Background: an optimization exercise with open tools, aiming at small area. Do not read the settings as production practice.
Function was checked by simulation only, so behaviour that the tests miss may differ from the original.
Power and IR drop assume default switching activity.

run 1:
==> flow/design.v <==
module featuremap_streamer #(
  parameter int DATA_WIDTH = 24,
  parameter int IMG_W      = 12,
  parameter int IMG_H      = 12
) (
  input  logic                  clk,
  input  logic                  rst,
  input  logic                  wr_en,
  input  logic [DATA_WIDTH-1:0] wr_data,
  input  logic                  clr,
  input  logic                  start,
  output logic [DATA_WIDTH-1:0] data_out,
  output logic                  valid_out,
  output logic                  done,
  output logic                  busy,
  output logic                  frame_ready,
  output logic                  err
);
  localparam int N = IMG_W * IMG_H;
  localparam int PW = IMG_W + 4;
  localparam int PH = IMG_H + 4;
  localparam int BEATS = PW * PH;
  localparam int CNTW  = $clog2(BEATS) > $clog2(N) ? $clog2(BEATS) : $clog2(N);
  localparam int CW    = $clog2(PW);
  logic [CNTW-1:0]         cnt_q;
  logic                    busy_q;
  logic                    valid_q;
  logic                    frame_ready_q;
  logic                    err_q;
  logic [N*DATA_WIDTH-1:0] sr_q;
  logic                    idle;
  logic                    we;
  logic                    last;
  logic                    lead_end;
  logic                    go;
  logic                    interior;
  logic                    shift;
  logic [DATA_WIDTH-1:0]   tail;
  logic [DATA_WIDTH-1:0]   head;
  assign idle     = !busy_q;
  assign we       = idle && !clr && wr_en && !frame_ready_q;
  assign last     = (cnt_q == CNTW'(BEATS - 1));
  assign lead_end = (cnt_q == {CNTW{1'b1}});
  assign go       = idle && start && frame_ready_q && !clr;
  logic [CNTW-CW-1:0] row;
  logic [CW-1:0]      col;
  assign row      = cnt_q[CNTW-1:CW];
  assign col      = cnt_q[CW-1:0];
  assign interior = (row >= (CNTW-CW)'(2)) && (row < (CNTW-CW)'(IMG_H + 2)) &&
                    (col >= CW'(2)) && (col < CW'(IMG_W + 2));
  assign tail  = sr_q[N*DATA_WIDTH-1 -: DATA_WIDTH];
  assign head  = busy_q ? tail : wr_data;
  assign shift = we || (valid_q && interior);
  always_ff @(posedge clk) begin
    if (shift) sr_q <= {sr_q[(N-1)*DATA_WIDTH-1:0], head};
  end
  always_ff @(posedge clk or posedge rst) begin
    if (rst) begin
      cnt_q         <= '0;
      busy_q        <= 1'b0;
      valid_q       <= 1'b0;
      frame_ready_q <= 1'b0;
      err_q         <= 1'b0;
    end else begin
      if (busy_q) begin
        if (wr_en) err_q <= 1'b1;
        cnt_q <= cnt_q + CNTW'(1);
        if (valid_q) begin
          if (last) begin
            valid_q <= 1'b0;
            busy_q  <= 1'b0;
          end
        end else if (lead_end) begin
          valid_q <= 1'b1;
        end
      end else if (clr) begin
        cnt_q         <= '0;
        frame_ready_q <= 1'b0;
        err_q         <= 1'b0;
      end else begin
        if (wr_en) begin
          if (frame_ready_q) begin
            err_q <= 1'b1;
          end else begin
            cnt_q <= cnt_q + CNTW'(1);
            if (cnt_q == CNTW'(N - 1)) frame_ready_q <= 1'b1;
          end
        end
        if (go) begin
          busy_q <= 1'b1;
          cnt_q  <= {{(CNTW-1){1'b1}}, 1'b0};
        end
      end
    end
  end
  assign data_out    = (valid_q && interior) ? tail : '0;
  assign valid_out   = valid_q;
  assign done        = valid_q && last;
  assign busy        = busy_q;
  assign frame_ready = frame_ready_q;
  assign err         = err_q;
endmodule
clock: 5.0 ns
lec_check: 0
cap_margin: 0
core_margin: 2
core_utilization: 45
cts_buf_list: sky130_fd_sc_hd__clkbuf_16
cts_cluster_diameter: 60
cts_cluster_size: 32
place_density: 0.6
slew_margin: 0
run.sh (not shown) runs the stock make flow with config.mk's settings and CLKGATE_MAP_FILE= SYNTH_SCRIPT=/design/flow/synth_recipe.tcl, a recipe that flattens the netlist after the stock synthesis.
Run 1 finished every stage and its layout cleared the timing, design-rule and antenna checks.
> inputs changed (run 1 -> run 2)
# run 1
export LEC_CHECK = 0
export CAP_MARGIN = 0
export CORE_MARGIN = 2
export CORE_UTILIZATION = 45
export CTS_BUF_LIST = sky130_fd_sc_hd__clkbuf_16
export CTS_CLUSTER_DIAMETER = 60
export CTS_CLUSTER_SIZE = 32
export PLACE_DENSITY = 0.6
export SLEW_MARGIN = 0
create_clock -name core_clock -period 5.0 [get_ports {clk}]
# run 2
export LEC_CHECK = 0
export CAP_MARGIN = 20
export CORE_MARGIN = 2
export CORE_UTILIZATION = 60
export CTS_BUF_LIST = sky130_fd_sc_hd__clkbuf_8
export CTS_CLUSTER_DIAMETER = 50
export CTS_CLUSTER_SIZE = 20
export PLACE_DENSITY = 0.75
export SLEW_MARGIN = 20
create_clock -name core_clock -period 5.0 [get_ports {clk}]
==> notes.md <==
Run 2 reports its capturing element of the worst setup path as data_out[11] while run 1 reports data_out[14].
The final cell utilization of the core number comes out lower for run 1 vs run 2.
Compared run 2 vs run 1, and maximum number of pins on one net before global-route repair is down in run 2.
Diff run 1 -> run 2: post-layout instance area lower; synthesis-to-layout area growth lower.
diff inputs: run 2 => run 3
# run 2
export LEC_CHECK = 0
export CAP_MARGIN = 20
export CORE_MARGIN = 2
export CORE_UTILIZATION = 60
export CTS_BUF_LIST = sky130_fd_sc_hd__clkbuf_8
export CTS_CLUSTER_DIAMETER = 50
export CTS_CLUSTER_SIZE = 20
export PLACE_DENSITY = 0.75
export SLEW_MARGIN = 20
create_clock -name core_clock -period 5.0 [get_ports {clk}]
# run 3
export LEC_CHECK = 0
export CAP_MARGIN = 20
export CORE_MARGIN = 2
export CORE_UTILIZATION = 45
export CTS_BUF_LIST = sky130_fd_sc_hd__clkbuf_8
export CTS_CLUSTER_DIAMETER = 60
export CTS_CLUSTER_SIZE = 18
export PLACE_DENSITY = 0.6
export SLEW_MARGIN = 20
create_clock -name core_clock -period 5.0 [get_ports {clk}]
Findings:
- Run 3 completed; timing, DRC and antenna clean
- Compare run 2 and run 3 | clock-buffer cell count lower: run 2
- Global-route usage, run 2 and run 3: higher on run 2
- Total wirelength of the detailed-routed design: run 3 higher than run 2


## wip/onyx
Starts from the design.v that is shown in full above.
Settings: LEC_CHECK=0, CAP_MARGIN=20, CORE_MARGIN=2, CORE_UTILIZATION=45, PLACE_DENSITY=0.6, SLEW_MARGIN=20; clock period 5.0 ns.
standard.sh (not shown) runs the stock make flow with config.mk's settings and CLKGATE_MAP_FILE= SYNTH_SCRIPT=/design/flow/synth_recipe.tcl, a recipe that flattens the netlist after the stock synthesis.
==> flow/flow/run.sh <==
#!/bin/bash
# Standard layout, with the clock tree built without dummy loads from clkbuf_8 leaf clusters,
# and the port buffers made with the smallest buffer cell.
set -euo pipefail
bash standard.sh \
  'CTS_ARGS=-sink_clustering_enable -repair_clock_nets -dont_use_dummy_load -buf_list sky130_fd_sc_hd__clkbuf_8 -sink_clustering_size 18 -sink_clustering_max_diameter 60' \
  'BUFFER_PORTS_ARGS=-buffer_cell sky130_fd_sc_hd__buf_1' \
  finish > standard.log 2>&1
wip/onyx reached the final stage; the timing, design-rule and antenna checks on its layout passed.
Changes in wip/sierra relative to wip/onyx:
- setting GPL_TIMING_DRIVEN to 0 for the first time
- changing SLEW_MARGIN from 20 to 0
- changing CAP_MARGIN from 20 to 0
==> flow/flow/run.sh <==
#!/bin/bash
# Standard layout, with the clock tree built without dummy loads from clkbuf_8 leaf clusters,
# and the port buffers made with the smallest buffer cell.
set -euo pipefail
bash standard.sh \
  'CTS_ARGS=-sink_clustering_enable -repair_clock_nets -dont_use_dummy_load -buf_list sky130_fd_sc_hd__clkbuf_8 -sink_clustering_size 20 -sink_clustering_max_diameter 80' \
  'BUFFER_PORTS_ARGS=-buffer_cell sky130_fd_sc_hd__buf_1' \
  finish > standard.log 2>&1
## What came out
Compared with wip/onyx, in wip/sierra routed wire length has decreased; share of cell area taken by multi-input logic gates has remained practically unchanged; first-pass GRT wire length has decreased.
Edits applied to the flow inputs when going from wip/sierra to wip/garnet:
- GPL_TIMING_DRIVEN no longer set, was 0
## What came out
- On total area of multi-input combinational cells: wip/garnet sits below wip/sierra.
- Between wip/garnet and wip/sierra, the difference in clock buffer count is negligible.
- Measured against wip/garnet, the routed length on met2 of wip/sierra comes out at 0.884 times the reference value.
- Share of power burned in combinational logic came out lower on wip/garnet than on wip/sierra.
### wip/garnet -> wip/yarrow
- a change of SLEW_MARGIN from 0 to 20
- a change of CAP_MARGIN from 0 to 20
==> flow/run.sh (new file) <==
#!/bin/bash
# synth_recipe.tcl (not shown) runs the flow's synth.tcl, then flattens the netlist and writes it again
# the make line also repeats each setting of config.mk as NAME=value (left out here)
make -C /OpenROAD-flow-scripts/flow DESIGN_CONFIG=/design/flow/config.mk WORK_HOME=/design/flow/orfs CLKGATE_MAP_FILE= SYNTH_SCRIPT=/design/flow/synth_recipe.tcl finish
removed: flow/flow/run.sh
removed: flow/standard.sh
Findings:
- Higher cell-internal power was reported by wip/yarrow, not wip/garnet.
- Diff wip/garnet and wip/yarrow: path length in cells of the critical path higher in wip/yarrow
- Relative to wip/garnet, wip/yarrow degrades overall power consumption.
- Summary of wip/yarrow over wip/garnet: count of plain and timing-repair buffers in the layout now sits lower; clock group share of total power now larger; power dissipated in sequential cells neither gained nor lost much.
- Diff wip/garnet -> wip/yarrow: post-detailed-routing wire length climbed about 3%; total global routing track utilization went up by 0.30 points.


Starts from the design.v that is shown in full above.
Settings: LEC_CHECK=0, CAP_MARGIN=20, CORE_MARGIN=2, CORE_UTILIZATION=45, PLACE_DENSITY=0.6, SLEW_MARGIN=20; clock period 5.0 ns.
==> flow/flow/run.sh <==
#!/bin/bash
# Standard layout, except: the enable net of the frame register gets a one-level buffer tree
# (flow/enable_tree.tcl, run after the placement resize), the clock tree is built without dummy
# loads from clkbuf_8 clusters, and the port buffers use the smallest buffer cell.
set -euo pipefail
here=$(pwd)
bash standard.sh \
  'CTS_ARGS=-sink_clustering_enable -repair_clock_nets -dont_use_dummy_load -buf_list sky130_fd_sc_hd__clkbuf_8 -sink_clustering_size 20 -sink_clustering_max_diameter 80' \
  'BUFFER_PORTS_ARGS=-buffer_cell sky130_fd_sc_hd__buf_1' \
  "POST_RESIZE_TCL=$here/flow/enable_tree.tcl" \
  finish > standard.log 2>&1
==> flow/flow/enable_tree.tcl <==
# Rebuild the buffer tree on the flip-flop enable net as one level of K buffers, each driving the
# enable pins of one cluster of flip-flops, in place of the deeper tree repair_design builds.
proc et_is_buffer { inst } {
  set m [[$inst getMaster] getName]
  return [regexp {^sky130_fd_sc_hd__(buf|clkbuf)_[0-9]+$} $m]
}
set et_k 12
set et_cell sky130_fd_sc_hd__buf_16
set block [ord::get_db_block]
# The enable pins: DE of every enable flip-flop.
set de_pins {}
foreach inst [$block getInsts] {
  if { [[$inst getMaster] getName] eq "sky130_fd_sc_hd__edfxtp_1" } {
    lappend de_pins [$inst findITerm DE]
  }
}
puts "enable_tree: [llength $de_pins] enable pins"
# Walk back from each enable pin through buffers to the net driven by logic.
set bufs [dict create]
set roots [dict create]
foreach it $de_pins {
  set net [$it getNet]
  while { 1 } {
    set drv ""
    foreach t [$net getITerms] { if { [$t isOutputSignal] } { set drv $t } }
    if { $drv eq "" } { break }
    set di [$drv getInst]
    if { ![et_is_buffer $di] } { break }
    dict set bufs [$di getName] 1
    set net [[$di findITerm A] getNet]
  }
  dict set roots [$net getName] 1
}
puts "enable_tree: roots [dict keys $roots], [dict size $bufs] buffers"
if { [dict size $roots] == 1 && [dict size $bufs] > 0 } {
  remove_buffers {*}[dict keys $bufs]
  set root [lindex [dict keys $roots] 0]
  # Cluster the pins on the root net: sort by y into bands, then each band by x.
  set pts {}
  foreach it $de_pins {
    set inst [$it getInst]
    set bb [$inst getBBox]
    lappend pts [list [expr {([$bb xMin] + [$bb xMax]) / 2}] [expr {([$bb yMin] + [$bb yMax]) / 2}] [$inst getName]]
  }
  set n [llength $pts]
  set nb [expr { int(sqrt($et_k)) }]
  set nx [expr { $et_k / $nb }]
  set pts [lsort -integer -index 1 $pts]
  set per_band [expr { ($n + $nb - 1) / $nb }]
  set idx 0
  for { set b 0 } { $b < $nb } { incr b } {
    set band [lsort -integer -index 0 [lrange $pts [expr {$b * $per_band}] [expr {($b + 1) * $per_band - 1}]]]
    set m [llength $band]
    set per [expr { ($m + $nx - 1) / $nx }]
    for { set c 0 } { $c < $nx } { incr c } {
      set grp [lrange $band [expr {$c * $per}] [expr {($c + 1) * $per - 1}]]
      if { [llength $grp] == 0 } { continue }
      set sx 0; set sy 0; set pins {}
      foreach p $grp {
        set sx [expr {$sx + [lindex $p 0]}]
        set sy [expr {$sy + [lindex $p 1]}]
        lappend pins [get_pins "[lindex $p 2]/DE"]
      }
      set dbu [$block getDbUnitsPerMicron]
      set cx [expr {double($sx) / [llength $grp] / $dbu}]
      set cy [expr {double($sy) / [llength $grp] / $dbu}]
      insert_buffer -buffer_cell $et_cell -net [get_nets $root] -load_pins $pins \
        -location [list $cx $cy] -buffer_name "enbuf_$idx" -net_name "enbuf_net_$idx"
      incr idx
    }
  }
  puts "enable_tree: inserted $idx $et_cell buffers on $root"
  estimate_parasitics -placement
  repair_design -verbose
}
Rerun with:
--- a/flow/flow/enable_tree.tcl
+++ b/flow/flow/enable_tree.tcl
@@ -5,5 +5,5 @@
   return [regexp {^sky130_fd_sc_hd__(buf|clkbuf)_[0-9]+$} $m]
 }
-set et_k 12
+set et_k 16
 set et_cell sky130_fd_sc_hd__buf_16
 set block [ord::get_db_block]
Effect:
- non-clock buffer count falls by 8
- core utilization barely changes
- routed wire length barely changes
- setup slack improves by 370 ps
- global-route usage stays flat
- design area hardly moves
- critical path depth decreases by 2
- combinational power shrinks by about 3.7%
- power is about the same
- clock skew barely changes
- synthesized cell count is unchanged
Rerun with:
--- a/flow/flow/enable_tree.tcl
+++ b/flow/flow/enable_tree.tcl
@@ -6,5 +6,5 @@
 }
 set et_k 16
-set et_cell sky130_fd_sc_hd__buf_16
+set et_cell sky130_fd_sc_hd__buf_8
 set block [ord::get_db_block]
 # The enable pins: DE of every enable flip-flop.
Sequential power barely changes.
Setup slack loses 180 ps.
Flip-flop and latch count does not change.
Sequential share of layout area goes down by 0.37 points.
Combinational power goes up by 7.5%.
Rerun with:
--- a/flow/config.mk
+++ b/flow/config.mk
@@ -6,7 +6,7 @@
 export NUM_CORES = 4
 export LEC_CHECK = 0
-export CAP_MARGIN = 20
+export CAP_MARGIN = 0
 export CORE_MARGIN = 2
 export CORE_UTILIZATION = 45
 export PLACE_DENSITY = 0.6
-export SLEW_MARGIN = 20
+export SLEW_MARGIN = 0
Outcome: The new run completed without violations. Sequential cell count is unchanged. Area after synthesis is unchanged. Wire length is about the same. Via count hardly moves. Sequential power stays flat.


Starts from the design.v that is shown in full above.
Settings: LEC_CHECK=0, CAP_MARGIN=20, CORE_MARGIN=2, CORE_UTILIZATION=45, PLACE_DENSITY=0.6, SLEW_MARGIN=20; clock period 5.0 ns.
==> flow/flow/run.sh <==
#!/bin/bash
# Standard layout, with the clock tree built without dummy loads from clkbuf_8 leaf clusters,
# and the port buffers made with the smallest buffer cell.
set -euo pipefail
bash standard.sh \
  'CTS_ARGS=-sink_clustering_enable -repair_clock_nets -dont_use_dummy_load -buf_list sky130_fd_sc_hd__clkbuf_8 -sink_clustering_size 20 -sink_clustering_max_diameter 80' \
  'BUFFER_PORTS_ARGS=-buffer_cell sky130_fd_sc_hd__buf_1' \
  finish > standard.log 2>&1
The first run finished clean.
Then changed:
--- a/flow/config.mk
+++ b/flow/config.mk
@@ -8,5 +8,5 @@
 export CAP_MARGIN = 20
 export CORE_MARGIN = 2
-export CORE_UTILIZATION = 45
-export PLACE_DENSITY = 0.6
+export CORE_UTILIZATION = 60
+export PLACE_DENSITY = 0.7
 export SLEW_MARGIN = 20
Die area went down by a quarter to a third.
Core utilization went up by 16 points.
Wire length went down by a few percent.
Global-route usage went up by 2.8 points.
Synthesized cell count is unchanged.
Setup slack gains 36 ps.
Design area went down slightly.
Area after synthesis does not change.
Fmax went up slightly.
Then changed:
==> flow/flow/run.sh (replaced) <==
#!/bin/bash
# Standard layout, with the clock tree built without dummy loads from clkbuf_8 leaf clusters,
# and the port buffers made with the smallest buffer cell.
set -euo pipefail
bash standard.sh \
  'CTS_ARGS=-sink_clustering_enable -repair_clock_nets -dont_use_dummy_load -buf_list sky130_fd_sc_hd__clkbuf_8 -sink_clustering_size 20 -sink_clustering_max_diameter 40' \
  'BUFFER_PORTS_ARGS=-buffer_cell sky130_fd_sc_hd__buf_1' \
  finish > standard.log 2>&1
--- a/flow/config.mk
+++ b/flow/config.mk
@@ -8,5 +8,5 @@
 export CAP_MARGIN = 20
 export CORE_MARGIN = 2
-export CORE_UTILIZATION = 60
-export PLACE_DENSITY = 0.7
+export CORE_UTILIZATION = 45
+export PLACE_DENSITY = 0.6
 export SLEW_MARGIN = 20
Final area goes up by a few percent.
Final cell count goes up by about a fifth.
Clock-buffer cell count goes up by 237.
Die area goes up by a quarter to a third.
Combinational power goes down slightly.
Then changed:
==> flow/flow/run.sh (replaced) <==
#!/bin/bash
# Standard layout, with the clock tree built without dummy loads from clkbuf_8 leaf clusters,
# and the port buffers made with the smallest buffer cell.
set -euo pipefail
bash standard.sh \
  'CTS_ARGS=-sink_clustering_enable -repair_clock_nets -dont_use_dummy_load -buf_list sky130_fd_sc_hd__clkbuf_8 -sink_clustering_size 22 -sink_clustering_max_diameter 60' \
  'BUFFER_PORTS_ARGS=-buffer_cell sky130_fd_sc_hd__buf_1' \
  finish > standard.log 2>&1
What happened: The changed run passed the timing, design-rule and antenna checks; maximum frequency went up by 3.5%; clock skew went down by 13 ps; clock-buffer cell count went down by 232; non-clock buffer count does not change; cell area went down by 2.8%; sequential cell count does not change.

-- what the ideal ports hide --
The results above use ideal ports. As a check the final layouts listed here were re-extracted and re-timed, cells and wires unchanged.
Step 1 assumes that a clkbuf_16 drives the clock port and a buf_2 every other input.
Step 2, shift: input delay + t, output delay - t, t = (earliest + latest rising clock arrival at the registers) / 2. This alone moves slack from input paths to output paths.
Three values: ideal, step 1, step 2; two values: the first two.
| run | shift t [ns] | setup slack, ns | worst hold slack (ns) | worst setup path at the end | clock arrival spread, ns |
|---|---|---|---|---|---|
| run 1 | 0.899 | 1.088 / 1.006 / 1.440 | 0.400 / 0.400 / 0.400 | input to register | 0.056 / 0.056 |
| run 2 | 1.030 | 0.932 / 0.858 / 1.497 | 0.311 / 0.261 / 0.388 | input to register | 0.071 / 0.070 |
| run 3 | 1.030 | 0.952 / 0.870 / 1.443 | 0.328 / 0.268 / 0.390 | input to register | 0.054 / 0.055 |
| wip/onyx | 0.990 | 1.416 / 1.339 / 1.694 | 0.299 / 0.299 / 0.299 | input to register | 0.145 / 0.146 |
| wip/sierra | 0.963 | 0.408 / 0.408 / 0.144 | 0.309 / 0.309 / 0.309 | input to register | 0.200 / 0.200 |
| wip/garnet | 0.968 | 1.408 / 1.325 / 1.708 | 0.329 / 0.319 / 0.329 | input to register | 0.147 / 0.146 |
| wip/yarrow | 0.976 | 1.005 / 0.920 / 1.422 | 0.364 / 0.334 / 0.364 | input to register | 0.073 / 0.072 |
| the first run of note 3 | 0.995 | 1.021 / 1.021 / 0.874 | 0.335 / 0.300 / 0.361 | input to register | 0.126 / 0.126 |
| the second run of note 3 | 0.991 | 1.388 / 1.307 / 1.689 | 0.329 / 0.289 / 0.329 | input to register | 0.111 / 0.111 |
| the third run of note 3 | 1.006 | 1.205 / 1.205 / 1.117 | 0.332 / 0.284 / 0.346 | input to register | 0.127 / 0.127 |
| the fourth run of note 3 | 1.000 | 1.209 / 1.209 / 1.097 | 0.338 / 0.289 / 0.349 | input to register | 0.126 / 0.127 |
| the first run of note 4 | 0.968 | 1.408 / 1.325 / 1.708 | 0.329 / 0.319 / 0.329 | input to register | 0.147 / 0.146 |
| the second run of note 4 | 0.977 | 1.444 / 1.369 / 1.689 | 0.374 / 0.328 / 0.374 | input to register | 0.070 / 0.070 |
| the third run of note 4 | 1.066 | 1.281 / 1.206 / 1.664 | 0.259 / 0.213 / 0.341 | input to register | 0.142 / 0.142 |
| the fourth run of note 4 | 0.992 | 1.406 / 1.331 / 1.707 | 0.304 / 0.297 / 0.304 | input to register | 0.137 / 0.137 |
After both steps every run listed still meets setup and hold. For wip/sierra, which loses most, drivers alone change the setup slack by 0.000 ns; drivers and shift together by -0.264 ns.
